This is an optimization exercise on Yosys and OpenROAD, whose aim is small area, a short achievable clock period and few clock cycles per item, not a production implementation.
The RTL was checked by simulation tests, not by an equivalence proof against the original design.
Power is estimated from default activity; no workload was simulated.

build 37:
Design pel_scaler_top, start of the top module:
module pel_scaler_top #(
    parameter int FLUX  = 2,
    parameter int DEPTH = 4
) (
    input  logic                              clk,
    input  logic                              rst_n,
    input  logic            [FLUX-1:0]        in_write,
    input  pel_pkg::pel_t   [FLUX-1:0]        in_din,
    output logic            [FLUX-1:0]        in_full,
    input  coef_pkg::coef_t [FLUX-1:0]        coef,
    input  logic            [FLUX-1:0]        out_read,
    output pel_pkg::pel_t   [FLUX-1:0]        out_dout,
    output logic            [FLUX-1:0]        out_empty
);
    genvar f;
    generate
        for (f = 0; f < FLUX; f++)
        begin : g_lane
            scaler u_lane (
                .clk       (clk),
                .rst_n     (rst_n),
                .in_write  (in_write[f]),
                .in_din    (in_din[f]),
                .in_full   (in_full[f]),
                .coef      (coef[f]),
                .out_read  (out_read[f]),
                .out_dout  (out_dout[f]),
                .out_empty (out_empty[f])
            );
        end
    endgenerate
endmodule
For scale: about 1,400 cells after synthesis, ~150 flip-flops, ~110 I/O pins, about 16,000 µm² of cells after synthesis.
Settings: LEC_CHECK=0, CAP_MARGIN=20, CORE_MARGIN=2, CORE_UTILIZATION=65, CTS_BUF_LIST=sky130_fd_sc_hd__clkbuf_4 sky130_fd_sc_hd__clkbuf_8, CTS_CLUSTER_DIAMETER=100, CTS_CLUSTER_SIZE=30, PLACE_DENSITY=0.75, SETUP_SLACK_MARGIN=4.0, SLEW_MARGIN=20, SYNTH_HIERARCHICAL=1; clock period 8.0 ns.
standard.sh (not shown) runs the stock make flow with config.mk's settings and CLKGATE_MAP_FILE= SYNTH_SCRIPT=/design/flow/synth_recipe.tcl, a recipe that flattens the netlist after the stock synthesis.
==> flow/flow/run.sh <==
#!/bin/bash
# the standard layout, with plain buffers (not delay cells) on the ports
bash standard.sh "BUFFER_PORTS_ARGS=-buffer_cell sky130_fd_sc_hd__buf_2" finish > standard.log 2>&1
Testbench counts of build 37, summed over its fixed seeds: cycles 8,016, items 16,000.
[inputs] build 64 vs build 37
# build 37
export LEC_CHECK = 0
export CAP_MARGIN = 20
export CORE_MARGIN = 2
export CORE_UTILIZATION = 65
export CTS_BUF_LIST = sky130_fd_sc_hd__clkbuf_4 sky130_fd_sc_hd__clkbuf_8
export CTS_CLUSTER_DIAMETER = 100
export CTS_CLUSTER_SIZE = 30
export PLACE_DENSITY = 0.75
export SETUP_SLACK_MARGIN = 4.0
export SLEW_MARGIN = 20
export SYNTH_HIERARCHICAL = 1
create_clock -name core_clock -period 8.0 [get_ports {clk}]
# build 64
export LEC_CHECK = 0
export CAP_MARGIN = 20
export CORE_MARGIN = 2
export CORE_UTILIZATION = 40
export CTS_BUF_LIST = sky130_fd_sc_hd__clkbuf_4 sky130_fd_sc_hd__clkbuf_8
export CTS_CLUSTER_DIAMETER = 100
export CTS_CLUSTER_SIZE = 30
export SETUP_SLACK_MARGIN = 4.3
export SLEW_MARGIN = 20
export SYNTH_HIERARCHICAL = 1
create_clock -name core_clock -period 8.0 [get_ports {clk}]
Notes after the runs:
- The clock network power in build 64 sits 5.8% below the value recorded for build 37.
- From build 37 to build 64 the numbers moved as follows: total inserted antenna cells stayed essentially flat; global-route usage down 10 points; cell count picked up an extra 222; clock transition at the registers of the reported paths roughly the same.
- The number of DRC markers in iteration 0 reported for build 64 is smaller than that of build 37 by 323.
diff inputs: build 64 => build 74
# build 64
export LEC_CHECK = 0
export CAP_MARGIN = 20
export CORE_MARGIN = 2
export CORE_UTILIZATION = 40
export CTS_BUF_LIST = sky130_fd_sc_hd__clkbuf_4 sky130_fd_sc_hd__clkbuf_8
export CTS_CLUSTER_DIAMETER = 100
export CTS_CLUSTER_SIZE = 30
export SETUP_SLACK_MARGIN = 4.3
export SLEW_MARGIN = 20
export SYNTH_HIERARCHICAL = 1
create_clock -name core_clock -period 8.0 [get_ports {clk}]
# build 74
export LEC_CHECK = 0
export CAP_MARGIN = 20
export CORE_MARGIN = 2
export CORE_UTILIZATION = 65
export CTS_BUF_LIST = sky130_fd_sc_hd__clkbuf_4 sky130_fd_sc_hd__clkbuf_8
export CTS_CLUSTER_DIAMETER = 100
export CTS_CLUSTER_SIZE = 30
export PLACE_DENSITY = 0.75
export SETUP_SLACK_MARGIN = 4.3
export SLEW_MARGIN = 20
export SYNTH_HIERARCHICAL = 1
create_clock -name core_clock -period 8.0 [get_ports {clk}]
==> comparison <==
- Taking build 64 as the reference, in build 74 average wire per standard cell increased 1.4 µm, fraction of met2 tracks used by global routing increased 9.3 points, final HPWL from detailed placement decreased about 5%.
- Die area on build 74 is ahead of build 64.
- NOTE total wirelength of the detailed-routed design build 64->build 74 decreased by a few percent
- Final cell area excluding filler cells ended up 2.6% lower on build 74 than on build 64.
What build 56 does differently from build 74 at the input level:
# build 74
export LEC_CHECK = 0
export CAP_MARGIN = 20
export CORE_MARGIN = 2
export CORE_UTILIZATION = 65
export CTS_BUF_LIST = sky130_fd_sc_hd__clkbuf_4 sky130_fd_sc_hd__clkbuf_8
export CTS_CLUSTER_DIAMETER = 100
export CTS_CLUSTER_SIZE = 30
export PLACE_DENSITY = 0.75
export SETUP_SLACK_MARGIN = 4.3
export SLEW_MARGIN = 20
export SYNTH_HIERARCHICAL = 1
create_clock -name core_clock -period 8.0 [get_ports {clk}]
# build 56
export LEC_CHECK = 0
export CAP_MARGIN = 20
export CORE_MARGIN = 2
export CORE_UTILIZATION = 55
export CTS_BUF_LIST = sky130_fd_sc_hd__clkbuf_4 sky130_fd_sc_hd__clkbuf_8
export CTS_CLUSTER_DIAMETER = 100
export CTS_CLUSTER_SIZE = 30
export PLACE_DENSITY = 0.65
export SETUP_SLACK_MARGIN = 4.3
export SLEW_MARGIN = 20
export SYNTH_HIERARCHICAL = 1
create_clock -name core_clock -period 8.0 [get_ports {clk}]
--- outcome ---
Starting density of the core | build 56 below build 74. The run showing the smaller arrival time at the worst endpoint is build 74. Build 56 vs. build 74: global-route usage decreased by 4.1 points relative to the old numbers, setup slack went down 78 ps, power share of the sequential group stayed essentially flat. The total vias in the final route of build 56 falls short of that of build 74 by about 0.5%. Relative to build 74, the final cell area reported for build 56 is higher. Fraction of the yosys area taken by sequential cells: build 56 vs build 74 identical. Build 56 ended up with a higher area inside the core boundary than build 74 did. Summary of build 56 over build 74: layout overhead on the synthesized area rose 0.90 points; layout clock buffer count fell 1.

==> separate check: timing with driven ports <==
No port has a modelled driver above. Below, the same layouts with a new extraction and two added sets of constraints. Step 1, drivers: a clkbuf_16 drives clk and a buf_2 each remaining input, both assumed. Step 2 moves the port delays by t, midway between the first and last clock arrival at a register: inputs arrive t later, outputs are due t later. That takes back most of the time a late clock gives input paths. Three values: no drivers, after step 1, after step 2; two values: the first two.
run | t (ns) | setup slack, ns | clock arrival spread, ns | slew at the worst register clock pin (ns) | worst data-port slew with drivers (ns)
build 37 | 0.487 | 4.137 / 4.130 / 4.137 | 0.026 / 0.026 | 0.10 / 0.10 | 0.04
build 64 | 0.521 | 4.261 / 4.215 / 4.321 | 0.024 / 0.024 | 0.09 / 0.09 | 0.06
build 74 | 0.481 | 4.293 / 4.248 / 4.324 | 0.023 / 0.023 | 0.10 / 0.10 | 0.04
build 56 | 0.500 | 4.215 / 4.167 / 4.315 | 0.024 / 0.023 | 0.11 / 0.11 | 0.04
After both steps every run listed still meets setup and hold.
